This is an optimization exercise on Yosys and OpenROAD, whose aim is small area and a short achievable clock period, not a production implementation. Function was checked by simulation only, so behaviour that the tests miss may differ from the original. Power figures rest on the tool's default switching activity, not on a simulated workload.

==> v9: inputs <==
==> flow/design.v <==
module four_bank_mem_hold (
  input  logic we,
  input  logic we_n,
  input  logic d,
  input  logic q,
  output logic nxt
);
  assign nxt = (we & d) | (we_n & q);
endmodule
module four_bank_mem_rd3 (
  input  logic [2:0] sel,
  input  logic [2:0] q,
  output logic       y_n
);
  assign y_n = ~(|(sel & q));
endmodule
module four_bank_mem #(
  parameter int unsigned BANK_AW = 6
) (
  input  logic        clk,
  input  logic        rst,
  input  logic [15:0] bus_addr,
  input  logic [15:0] bus_data_in,
  input  logic        bus_wr,
  input  logic        bus_rd,
  output logic [15:0] bus_data_out,
  output logic        bus_rd_valid,
  output logic        bus_stall,
  output logic [3:0]  bus_busy,
  output logic        bus_err
);
  localparam int unsigned NBANK = 4;
  localparam int unsigned AW    = BANK_AW + 2;
  localparam int unsigned WORDS = 2 ** AW;
  localparam int unsigned DW    = 16;
  localparam int unsigned NG    = WORDS / 3;
  logic [1:0]       cnt [NBANK];
  logic [NBANK-1:0] busy_c;
  logic [1:0]       bank_c;
  logic             req_c;
  logic             acc_c;
  always_comb begin
    bank_c = bus_addr[2:1];
    req_c  = bus_rd ^ bus_wr;
    for (int b = 0; b < int'(NBANK); b++) begin
      busy_c[b] = (cnt[b] != 2'd0);
    end
    acc_c  = req_c & ~busy_c[bank_c];
  end
  assign bus_busy  = busy_c;
  assign bus_stall = req_c & busy_c[bank_c];
  assign bus_err   = bus_rd & bus_wr;
  always_ff @(posedge clk or posedge rst) begin
    if (rst) begin
      for (int b = 0; b < int'(NBANK); b++) begin
        cnt[b] <= 2'd0;
      end
    end else begin
      for (int b = 0; b < int'(NBANK); b++) begin
        if (acc_c && (bank_c == 2'(b))) begin
          cnt[b] <= 2'd3;
        end else if (cnt[b] != 2'd0) begin
          cnt[b] <= cnt[b] - 2'd1;
        end
      end
    end
  end
  logic [AW-1:0] a_r;
  logic [DW-1:0] d_r;
  logic          w_r;
  logic          r_r;
  always_ff @(posedge clk) begin
    a_r <= bus_addr[AW:1];
    d_r <= bus_data_in;
    w_r <= acc_c & bus_wr;
  end
  always_ff @(posedge clk or posedge rst) begin
    if (rst) r_r <= 1'b0;
    else     r_r <= acc_c & bus_rd;
  end
  logic [WORDS*DW-1:0] mem_q;
  logic [WORDS*DW-1:0] mem_d;
  logic [WORDS-1:0]    wl;
  logic [WORDS-1:0]    we;
  logic [WORDS-1:0]    re;
  always_comb begin
    for (int w = 0; w < int'(WORDS); w++) begin
      wl[w] = (a_r == AW'(w));
      we[w] = wl[w] & w_r;
      re[w] = wl[w] & r_r;
    end
  end
  for (genvar w = 0; w < int'(WORDS); w++) begin : g_word
    for (genvar i = 0; i < int'(DW); i++) begin : g_bit
      four_bank_mem_hold u_hold (
        .we  (we[w]),
        .we_n(~we[w]),
        .d   (d_r[i]),
        .q   (mem_q[w*DW+i]),
        .nxt (mem_d[w*DW+i])
      );
    end
  end
  always_ff @(posedge clk) begin
    mem_q <= mem_d;
  end
  logic [DW-1:0] grp_n [NG];
  logic [DW-1:0] last_n;
  logic [DW-1:0] rdata;
  for (genvar g = 0; g < int'(NG); g++) begin : g_rd
    for (genvar i = 0; i < int'(DW); i++) begin : g_bit
      four_bank_mem_rd3 u_rd (
        .sel(re[3*g +: 3]),
        .q  ({mem_q[(3*g+2)*DW+i], mem_q[(3*g+1)*DW+i], mem_q[(3*g+0)*DW+i]}),
        .y_n(grp_n[g][i])
      );
    end
  end
  always_comb begin
    last_n = '1;
    for (int w = 3 * int'(NG); w < int'(WORDS); w++) begin
      last_n = last_n & ~({DW{re[w]}} & mem_q[w*DW +: DW]);
    end
    rdata = ~last_n;
    for (int g = 0; g < int'(NG); g++) begin
      rdata = rdata | ~grp_n[g];
    end
  end
  always_ff @(posedge clk or posedge rst) begin
    if (rst) begin
      bus_rd_valid <= 1'b0;
      bus_data_out <= '0;
    end else begin
      bus_rd_valid <= r_r;
      bus_data_out <= rdata;
    end
  end
endmodule
==> flow/run.sh <==
#!/bin/bash
# synth_recipe.tcl (not shown) runs the flow's synth.tcl, then flattens the netlist and writes it again
# the make line also repeats each setting of config.mk as NAME=value (left out here)
make -C /OpenROAD-flow-scripts/flow DESIGN_CONFIG=/design/flow/config.mk WORK_HOME=/design/flow/orfs CLKGATE_MAP_FILE= SYNTH_SCRIPT=/design/flow/synth_recipe.tcl finish
==> flow/config.mk <==
export PLATFORM = sky130hd
export DESIGN_NAME = four_bank_mem
export DESIGN_NICKNAME = four_bank_mem
export VERILOG_FILES = /design/flow/design.v
export SDC_FILE = /design/flow/constraint.sdc
export NUM_CORES = 4
export LEC_CHECK = 0
export CAP_MARGIN = 20
export CORE_MARGIN = 2
export CORE_UTILIZATION = 40
export SLEW_MARGIN = 20
export SYNTH_HIERARCHICAL = 1
==> flow/constraint.sdc <==
create_clock -name core_clock -period 4.0 [get_ports {clk}]
set_input_delay 0.8000 -clock core_clock [delete_from_list [all_inputs] [get_ports {clk}]]
set_output_delay 0.8000 -clock core_clock [all_outputs]
set_load 0.01 [all_outputs]
==> v17: changes against v9 <==
==> flow/design.v, changed modules only <==
module four_bank_mem #(
  parameter int unsigned BANK_AW = 6
) (
  input  logic        clk,
  input  logic        rst,
  input  logic [15:0] bus_addr,
  input  logic [15:0] bus_data_in,
  input  logic        bus_wr,
  input  logic        bus_rd,
  output logic [15:0] bus_data_out,
  output logic        bus_rd_valid,
  output logic        bus_stall,
  output logic [3:0]  bus_busy,
  output logic        bus_err
);
  localparam int unsigned NBANK = 4;
  localparam int unsigned DEPTH = 2 ** BANK_AW;
  localparam int unsigned DW    = 16;
  logic [DW-1:0]      mem [NBANK][DEPTH];
  logic [1:0]         cnt [NBANK];
  logic [NBANK-1:0]   busy_c;
  logic [1:0]         bank_c;
  logic [BANK_AW-1:0] row_c;
  logic               req_c;
  logic               acc_c;
  logic               s1_valid;
  logic [DW-1:0]      s1_data;
  logic               addr_unused_c;
  always_comb begin
    bank_c = bus_addr[2:1];
    row_c  = bus_addr[BANK_AW+2:3];
    req_c  = bus_rd ^ bus_wr;
    for (int b = 0; b < int'(NBANK); b++) begin
      busy_c[b] = (cnt[b] != 2'd0);
    end
    acc_c  = req_c & ~busy_c[bank_c];
  end
  assign addr_unused_c = ^{bus_addr[15:BANK_AW+3], bus_addr[0]};
  assign bus_busy  = busy_c;
  assign bus_stall = req_c & busy_c[bank_c];
  assign bus_err   = bus_rd & bus_wr;
  always_ff @(posedge clk or posedge rst) begin
    if (rst) begin
      for (int b = 0; b < int'(NBANK); b++) begin
        cnt[b] <= 2'd0;
      end
    end else begin
      for (int b = 0; b < int'(NBANK); b++) begin
        if (acc_c && (bank_c == 2'(b))) begin
          cnt[b] <= 2'd3;
        end else if (cnt[b] != 2'd0) begin
          cnt[b] <= cnt[b] - 2'd1;
        end
      end
    end
  end
  always_ff @(posedge clk) begin
    if (acc_c && bus_wr) begin
      mem[bank_c][row_c] <= bus_data_in;
    end
  end
  always_ff @(posedge clk or posedge rst) begin
    if (rst) begin
      s1_valid     <= 1'b0;
      s1_data      <= '0;
      bus_rd_valid <= 1'b0;
      bus_data_out <= '0;
    end else begin
      s1_valid     <= acc_c & bus_rd;
      s1_data      <= (acc_c && bus_rd) ? mem[bank_c][row_c] : '0;
      bus_rd_valid <= s1_valid;
      bus_data_out <= s1_valid ? s1_data : '0;
    end
  end
endmodule
// module four_bank_mem_hold removed
// module four_bank_mem_rd3 removed
Settings changed: SYNTH_HIERARCHICAL 1 to default.
==> results by group <==
Timing
  – Final setup violation count: 3
  – Setup WS post-layout: -0.0504 ns

Outcome
  – Layout check faults: setup timing
  – Outcome: failed layout checks

Finish
  – Seq cells: approximately 4,100
  – Leading cell types in the layout, fill and taps excluded: sky130_fd_sc_hd__dfxtp_1 (4,098), sky130_fd_sc_hd__a22o_1 (4,096), sky130_fd_sc_hd__a222oi_1 (1,360), sky130_fd_sc_hd__buf_4 (709), sky130_fd_sc_hd__clkbuf_16 (429)

Drt
  – Drt first pass iters: 12

Pwr
  – Power Total: between 0.08 and 0.09 W

Die
  – Vertical die dimension: 595 um
(the above is from v9)
==> results by group <==
Timing
  – Setup WS post-layout: about 0.11 ns

Worst setup path
  – Worst path arrival time: 3.09 ns

Finish
  – Non-clock buffer instance count of the final layout: 911
  – Layout clock buffer count: about 500
  – Leading cell types in the layout, fill and taps excluded: sky130_fd_sc_hd__edfxtp_1 (4,096), sky130_fd_sc_hd__mux2i_1 (992), sky130_fd_sc_hd__buf_4 (687), sky130_fd_sc_hd__mux4_2 (540), sky130_fd_sc_hd__clkbuf_16 (407)

Drt
  – DRC Markers: 0

Die
  – Vertical die dimension: approximately 630 um

Outcome
  – Outcome: complete, no violations
(the above is from v17)

==> inputs of wip/onyx <==
Another version of the RTL of four_bank_mem (not shown whole).
==> module four_bank_mem_rd3, before the edit <==
module four_bank_mem_rd3 (
  input  logic [2:0] sel,
  input  logic [2:0] q,
  output logic       y_n
);
  assign y_n = ~(|(sel & q));
endmodule
==> module four_bank_mem, before the edit <==
module four_bank_mem #(
  parameter int unsigned BANK_AW = 6
) (
  input  logic        clk,
  input  logic        rst,
  input  logic [15:0] bus_addr,
  input  logic [15:0] bus_data_in,
  input  logic        bus_wr,
  input  logic        bus_rd,
  output logic [15:0] bus_data_out,
  output logic        bus_rd_valid,
  output logic        bus_stall,
  output logic [3:0]  bus_busy,
  output logic        bus_err
);
  localparam int unsigned NBANK = 4;
  localparam int unsigned AW    = BANK_AW + 2;
  localparam int unsigned WORDS = 2 ** AW;
  localparam int unsigned DW    = 16;
  localparam int unsigned RLO   = 3;               
  localparam int unsigned RHI   = BANK_AW - RLO;   
  localparam int unsigned N1 = (WORDS + 2) / 3;
  localparam int unsigned N2 = (N1 + 2) / 3;
  localparam int unsigned N3 = (N2 + 2) / 3;
  localparam int unsigned N4 = (N3 + 3) / 4;
  logic [1:0]       cnt [NBANK];
  logic [NBANK-1:0] busy_r;
  logic [NBANK-1:0] sel_c;
  logic [1:0]       bank_c;
  logic             req_c;
  logic             acc_c;
  always_comb begin
    bank_c = bus_addr[2:1];
    req_c  = bus_rd ^ bus_wr;
    for (int b = 0; b < int'(NBANK); b++) begin
      sel_c[b] = req_c & (bank_c == 2'(b));
    end
  end
  assign bus_busy  = busy_r;
  assign bus_stall = |(sel_c & busy_r);
  assign bus_err   = bus_rd & bus_wr;
  assign acc_c     = req_c & ~bus_stall;
  always_ff @(posedge clk or posedge rst) begin
    if (rst) begin
      for (int b = 0; b < int'(NBANK); b++) begin
        cnt[b] <= 2'd0;
      end
      busy_r <= '0;
    end else begin
      for (int b = 0; b < int'(NBANK); b++) begin
        if (sel_c[b] && !busy_r[b]) begin
          cnt[b]    <= 2'd3;
          busy_r[b] <= 1'b1;
        end else begin
          if (busy_r[b]) begin
            cnt[b] <= cnt[b] - 2'd1;
          end
          busy_r[b] <= cnt[b][1];
        end
      end
    end
  end
  logic [DW-1:0]       d_n_r;
  logic [2**RLO-1:0]   row_lo_r;
  logic [2**RHI-1:0]   row_hi_r;
  logic [NBANK-1:0]    bank_wr_r;
  logic [NBANK-1:0]    bank_rd_r;
  logic                r_r;
  always_ff @(posedge clk) begin
    d_n_r <= ~bus_data_in;
    for (int i = 0; i < 2**RLO; i++) begin
      row_lo_r[i] <= (bus_addr[3 +: RLO] == RLO'(i));
    end
    for (int i = 0; i < 2**RHI; i++) begin
      row_hi_r[i] <= (bus_addr[3+RLO +: RHI] == RHI'(i));
    end
    for (int b = 0; b < int'(NBANK); b++) begin
      bank_wr_r[b] <= sel_c[b] & ~busy_r[b] & bus_wr;
    end
  end
  always_ff @(posedge clk or posedge rst) begin
    if (rst) begin
      bank_rd_r <= '0;
      r_r       <= 1'b0;
    end else begin
      for (int b = 0; b < int'(NBANK); b++) begin
        bank_rd_r[b] <= sel_c[b] & ~busy_r[b] & bus_rd;
      end
      r_r <= acc_c & bus_rd;
    end
  end
  logic [WORDS*DW-1:0] mem_q;
  logic [WORDS*DW-1:0] mem_d;
  logic [WORDS-1:0]    we;
  logic [WORDS-1:0]    re;
  always_comb begin
    for (int w = 0; w < int'(WORDS); w++) begin
      we[w] = row_hi_r[w >> (2+RLO)] & row_lo_r[(w >> 2) % (2**RLO)] & bank_wr_r[w % NBANK];
      re[w] = row_hi_r[w >> (2+RLO)] & row_lo_r[(w >> 2) % (2**RLO)] & bank_rd_r[w % NBANK];
    end
  end
  for (genvar w = 0; w < int'(WORDS); w++) begin : g_word
    for (genvar i = 0; i < int'(DW); i++) begin : g_bit
      four_bank_mem_hold u_hold (
        .we  (we[w]),
        .we_n(~we[w]),
        .d   (d_n_r[i]),
        .q   (mem_q[w*DW+i]),
        .nxt (mem_d[w*DW+i])
      );
    end
  end
  always_ff @(posedge clk) begin
    mem_q <= mem_d;
  end
  logic [N1-1:0] l1 [DW];
  logic [N2-1:0] l2 [DW];
  logic [N3-1:0] l3 [DW];
  logic [N4-1:0] l4 [DW];
  logic [DW-1:0] rdata;
  for (genvar i = 0; i < int'(DW); i++) begin : g_rbit
    for (genvar g = 0; g < int'(N1); g++) begin : g_l1
      localparam int unsigned K = (3*g + 3 <= WORDS) ? 3 : WORDS - 3*g;
      if (K == 3) begin : g_full
        four_bank_mem_rd3 u_rd (
          .sel(re[3*g +: 3]),
          .q  ({mem_q[(3*g+2)*DW+i], mem_q[(3*g+1)*DW+i], mem_q[(3*g)*DW+i]}),
          .y_n(l1[i][g])
        );
      end else begin : g_one
        four_bank_mem_nand #(.N(2)) u_rd (
          .a({re[3*g], mem_q[(3*g)*DW+i]}),
          .y(l1[i][g])
        );
      end
    end
    for (genvar g = 0; g < int'(N2); g++) begin : g_l2
      localparam int unsigned K = (3*g + 3 <= N1) ? 3 : N1 - 3*g;
      four_bank_mem_nand #(.N(K)) u_g (.a(l1[i][3*g +: K]), .y(l2[i][g]));
    end
    for (genvar g = 0; g < int'(N3); g++) begin : g_l3
      localparam int unsigned K = (3*g + 3 <= N2) ? 3 : N2 - 3*g;
      four_bank_mem_nor #(.N(K)) u_g (.a(l2[i][3*g +: K]), .y(l3[i][g]));
    end
    for (genvar g = 0; g < int'(N4); g++) begin : g_l4
      localparam int unsigned K = (4*g + 4 <= N3) ? 4 : N3 - 4*g;
      four_bank_mem_nand #(.N(K)) u_g (.a(l3[i][4*g +: K]), .y(l4[i][g]));
    end
    four_bank_mem_nor #(.N(N4+1)) u_l5 (.a({~r_r, l4[i]}), .y(rdata[i]));
  end
  always_ff @(posedge clk or posedge rst) begin
    if (rst) begin
      bus_rd_valid <= 1'b0;
      bus_data_out <= '0;
    end else begin
      bus_rd_valid <= r_r;
      bus_data_out <= rdata;
    end
  end
endmodule
clock: 4.0 ns
lec_check: 0
cap_margin: 20
core_margin: 2
core_utilization: 60
cts_cluster_diameter: 100
cts_cluster_size: 25
setup_slack_margin: 1.5
slew_margin: 20
synth_hierarchical: 1
run.sh (not shown) runs the stock make flow with config.mk's settings and CLKGATE_MAP_FILE= SYNTH_SCRIPT=/design/flow/synth_recipe.tcl, a recipe that flattens the netlist after the stock synthesis.
==> wip/sierra: changes against wip/onyx <==
==> flow/design.v (replaced) <==
module four_bank_mem_hold (
  input  logic we,
  input  logic we_n,
  input  logic d,
  input  logic q,
  output logic nxt
);
  assign nxt = (we & d) | (we_n & q);
endmodule
module four_bank_mem_rd2 (
  input  logic [1:0] sel_n,
  input  logic [1:0] q_n,
  output logic       y
);
  assign y = ~((sel_n[0] | q_n[0]) & (sel_n[1] | q_n[1]));
endmodule
module four_bank_mem_ao22n (
  input  logic [1:0] a,
  input  logic [1:0] b,
  output logic       y_n
);
  assign y_n = ~(|(a & b));
endmodule
module four_bank_mem_and #(
  parameter int unsigned N = 2
) (
  input  logic [N-1:0] a,
  output logic         y
);
  assign y = &a;
endmodule
module four_bank_mem_nand #(
  parameter int unsigned N = 2
) (
  input  logic [N-1:0] a,
  output logic         y
);
  assign y = ~(&a);
endmodule
module four_bank_mem_nor #(
  parameter int unsigned N = 2
) (
  input  logic [N-1:0] a,
  output logic         y
);
  assign y = ~(|a);
endmodule
module four_bank_mem #(
  parameter int unsigned BANK_AW = 6
) (
  input  logic        clk,
  input  logic        rst,
  input  logic [15:0] bus_addr,
  input  logic [15:0] bus_data_in,
  input  logic        bus_wr,
  input  logic        bus_rd,
  output logic [15:0] bus_data_out,
  output logic        bus_rd_valid,
  output logic        bus_stall,
  output logic [3:0]  bus_busy,
  output logic        bus_err
);
  localparam int unsigned NBANK = 4;
  localparam int unsigned AW    = BANK_AW + 2;
  localparam int unsigned WORDS = 2 ** AW;
  localparam int unsigned DW    = 16;
  localparam int unsigned NA    = 16;              
  localparam int unsigned NB    = WORDS / NA;      
  localparam int unsigned N1 = WORDS / 2;
  localparam int unsigned N2 = N1 / 2;
  localparam int unsigned N3 = N2 / 4;
  localparam int unsigned N4 = N3 / 4;
  logic [1:0]       cnt [NBANK];
  logic [NBANK-1:0] busy_r;
  logic [NBANK-1:0] sel_c;
  logic [1:0]       bank_c;
  logic             req_c;
  logic             acc_c;
  logic [NBANK-1:0] bank_1h_c;
  always_comb begin
    bank_c = bus_addr[2:1];
    req_c  = bus_rd ^ bus_wr;
    for (int b = 0; b < int'(NBANK); b++) begin
      bank_1h_c[b] = (bank_c == 2'(b));
      sel_c[b]     = req_c & bank_1h_c[b];
    end
  end
  logic [1:0] busy_sel_n;
  logic       busy_sel;
  four_bank_mem_ao22n u_busy_lo (.a(bank_1h_c[1:0]), .b(busy_r[1:0]), .y_n(busy_sel_n[0]));
  four_bank_mem_ao22n u_busy_hi (.a(bank_1h_c[3:2]), .b(busy_r[3:2]), .y_n(busy_sel_n[1]));
  four_bank_mem_nand #(.N(2)) u_busy_sel (.a(busy_sel_n), .y(busy_sel));
  four_bank_mem_and  #(.N(2)) u_stall (.a({req_c, busy_sel}), .y(bus_stall));
  assign bus_busy  = busy_r;
  assign bus_err   = bus_rd & bus_wr;
  assign acc_c     = req_c & ~busy_sel;
  always_ff @(posedge clk or posedge rst) begin
    if (rst) begin
      for (int b = 0; b < int'(NBANK); b++) begin
        cnt[b] <= 2'd0;
      end
      busy_r <= '0;
    end else begin
      for (int b = 0; b < int'(NBANK); b++) begin
        if (sel_c[b] && !busy_r[b]) begin
          cnt[b]    <= 2'd3;
          busy_r[b] <= 1'b1;
        end else begin
          if (busy_r[b]) begin
            cnt[b] <= cnt[b] - 2'd1;
          end
          busy_r[b] <= cnt[b][1];
        end
      end
    end
  end
  logic [DW-1:0] d_n_r;
  logic [NA-1:0] a_wr_r;
  logic [NA-1:0] a_rd_r;
  logic [NB-1:0] b_r;
  logic          r_r;
  always_ff @(posedge clk) begin
    d_n_r <= ~bus_data_in;
    for (int k = 0; k < int'(NA); k++) begin
      a_wr_r[k] <= sel_c[k % NBANK] & ~busy_r[k % NBANK] & bus_wr
                   & (bus_addr[4:3] == 2'(k / NBANK));
    end
    for (int k = 0; k < int'(NB); k++) begin
      b_r[k] <= (bus_addr[AW:5] == (AW-4)'(k));
    end
  end
  always_ff @(posedge clk or posedge rst) begin
    if (rst) begin
      a_rd_r       <= '0;
      r_r          <= 1'b0;
      bus_rd_valid <= 1'b0;
    end else begin
      for (int k = 0; k < int'(NA); k++) begin
        a_rd_r[k] <= sel_c[k % NBANK] & ~busy_r[k % NBANK] & bus_rd
                     & (bus_addr[4:3] == 2'(k / NBANK));
      end
      r_r          <= acc_c & bus_rd;
      bus_rd_valid <= r_r;
    end
  end
  logic [WORDS-1:0] we;
  logic [WORDS-1:0] we_n;
  logic [WORDS-1:0] re_n;
  for (genvar w = 0; w < int'(WORDS); w++) begin : g_wl
    four_bank_mem_and  #(.N(2)) u_we   (.a({b_r[w / NA], a_wr_r[w % NA]}), .y(we[w]));
    four_bank_mem_nand #(.N(2)) u_we_n (.a({b_r[w / NA], a_wr_r[w % NA]}), .y(we_n[w]));
    four_bank_mem_nand #(.N(2)) u_re_n (.a({b_r[w / NA], a_rd_r[w % NA]}), .y(re_n[w]));
  end
  for (genvar w = 0; w < int'(WORDS); w++) begin : g_word
    logic [DW-1:0] q;
    logic [DW-1:0] nxt;
    for (genvar i = 0; i < int'(DW); i++) begin : g_bit
      four_bank_mem_hold u_hold (
        .we  (we[w]),
        .we_n(we_n[w]),
        .d   (d_n_r[i]),
        .q   (q[i]),
        .nxt (nxt[i])
      );
    end
    always_ff @(posedge clk) begin
      q <= nxt;
    end
  end
  logic [DW-1:0] rdata;
  for (genvar i = 0; i < int'(DW); i++) begin : g_rbit
    logic [N1-1:0] l1;
    logic [N2-1:0] l2;
    logic [N3-1:0] l3;
    logic [N4-1:0] l4;
    for (genvar g = 0; g < int'(N1); g++) begin : g_l1
      four_bank_mem_rd2 u_rd (
        .sel_n(re_n[2*g +: 2]),
        .q_n  ({g_word[2*g+1].q[i], g_word[2*g].q[i]}),
        .y    (l1[g])
      );
    end
    for (genvar g = 0; g < int'(N2); g++) begin : g_l2
      four_bank_mem_nor #(.N(2)) u_g (.a(l1[2*g +: 2]), .y(l2[g]));
    end
    for (genvar g = 0; g < int'(N3); g++) begin : g_l3
      four_bank_mem_nand #(.N(4)) u_g (.a(l2[4*g +: 4]), .y(l3[g]));
    end
    for (genvar g = 0; g < int'(N4); g++) begin : g_l4
      four_bank_mem_nor #(.N(4)) u_g (.a(l3[4*g +: 4]), .y(l4[g]));
    end
    four_bank_mem_nand #(.N(N4)) u_l5 (.a(l4), .y(rdata[i]));
  end
  always_ff @(posedge clk or posedge rst) begin
    if (rst) bus_data_out <= '0;
    else     bus_data_out <= rdata;
  end
endmodule
--- a/flow/config.mk
+++ b/flow/config.mk
@@ -8,5 +8,5 @@
 export CAP_MARGIN = 20
 export CORE_MARGIN = 2
-export CORE_UTILIZATION = 60
+export CORE_UTILIZATION = 70
 export CTS_CLUSTER_DIAMETER = 100
 export CTS_CLUSTER_SIZE = 25
==> run summary <==
- wip/onyx finished clean. wip/sierra finished with timing, DRC and antenna clean.
- Utilization: wip/onyx is lower than wip/sierra (12 points).
- Between wip/sierra and wip/onyx, the lower maximum frequency is in wip/onyx (gap about 26%, measured against wip/onyx).
- Of wip/onyx and wip/sierra, wip/sierra has the higher hold slack (gap 190 ps).
- Against wip/onyx, the register-to-register slack of wip/sierra is better by 730 ps.
- Against wip/onyx, the sequential cell count of wip/sierra is higher by 24.
- Against wip/sierra, the cell area of wip/onyx is lower by about 2%.
- Against wip/onyx, the critical path depth of wip/sierra is lower by 4.
- Against wip/onyx, the global-route usage of wip/sierra is higher by 7.4 points.
- Against wip/onyx, the non-clock buffer count of wip/sierra is lower by 20.
- In sequential power, wip/onyx and wip/sierra hardly differ.
==> figures <==
|  | wip/onyx | wip/sierra |
|---|---|---|
| Resized cells post-CTS | 402 | 732 |
| Share of the synthesized area in compound gates (AO/OA/AOI/OAI) | 0.347 | 0.340 |
| Number of DRC violations after detailed-routing iteration 0 | 22.6k | 21.1k |
| Tcrit/Tclk final | 0.886 | 0.705 |
| Syn Std Cell Area | 142,000 sq um | 143,000 sq um |
| Number of synthesized register bits | 4,166 | 4,190 |
| Vias after detailed routing | 120k | 127k |
| Critical Path Sink | bus_data_out[8]$_DFF_PP0_ | bus_stall |
| CP most frequent cell | sky130_fd_sc_hd__buf_4 | sky130_fd_sc_hd__buf_6 |
| Area of the multi-input gates | 58,200 sq um | 62,100 sq um |
| FF+latch area | 83,700 sq um | 84,300 sq um |
| Run status | no timing/DRC/antenna violations | no timing/DRC/antenna violations |
| Origin of the worst min-delay path | bus_rd | bus_data_in[13] |
| Via density per instance | 7.89 | 7.87 |
| Origin of the worst setup path | row_lo_r[3]$_DFF_P_ | busy_r[2]$_DFF_PP0_ |
| Weighted congestion reported at the end of routability-driven placement | 0.904 | 0.962 |
| Data required time of the critical path | 4780 ps | 3200 ps |
| Cell count after synthesis | 11.3k | 12.6k |
| Die outline area | 241,000 sq um | 209,000 sq um |
| Max incr delay on CP | 580 ps | 440 ps |
| Synth cell types | 26 | 31 |
| Share of total power consumed by net switching | 0.228 | 0.229 |

afterwards: timing with drivers on the ports:
The flow's constraints put no driver on any port. The routed layouts listed below were extracted and timed again, unchanged, in two steps. Step 1: set_driving_cell puts a clkbuf_16 on clk and a buf_2 on each other input, an assumption about the parent block. Step 2 also shifts input and output timing later by t, the mid clock arrival at the registers, as if the neighbouring blocks saw the same clock. Three values: ideal ports, drivers, drivers and shift; two values: the first two.
| run | t (ns) | setup slack, ns | worst setup path after step 2 | latest minus earliest clock arrival (ns) | worst register clock-pin slew, ns |
|---|---|---|---|---|---|
| v9 | 1.052 | -0.050 / -0.050 / -0.050 | register to register | 0.111 / 0.111 | 0.07 / 0.07 |
| v17 | 1.083 | 0.115 / -0.003 / -0.825 | input to register | 0.070 / 0.070 | 0.07 / 0.07 |
| wip/onyx | 0.974 | 0.456 / 0.456 / 0.456 | register to register | 0.043 / 0.043 | 0.10 / 0.10 |
| wip/sierra | 0.972 | 1.178 / 1.086 / 0.349 | input to register | 0.033 / 0.033 | 0.10 / 0.10 |
Met with ideal ports but missed after step 2: setup timing in v17. The setup slack of v17, which loses most, moves by -0.118 ns with the drivers and by -0.940 ns with both steps.
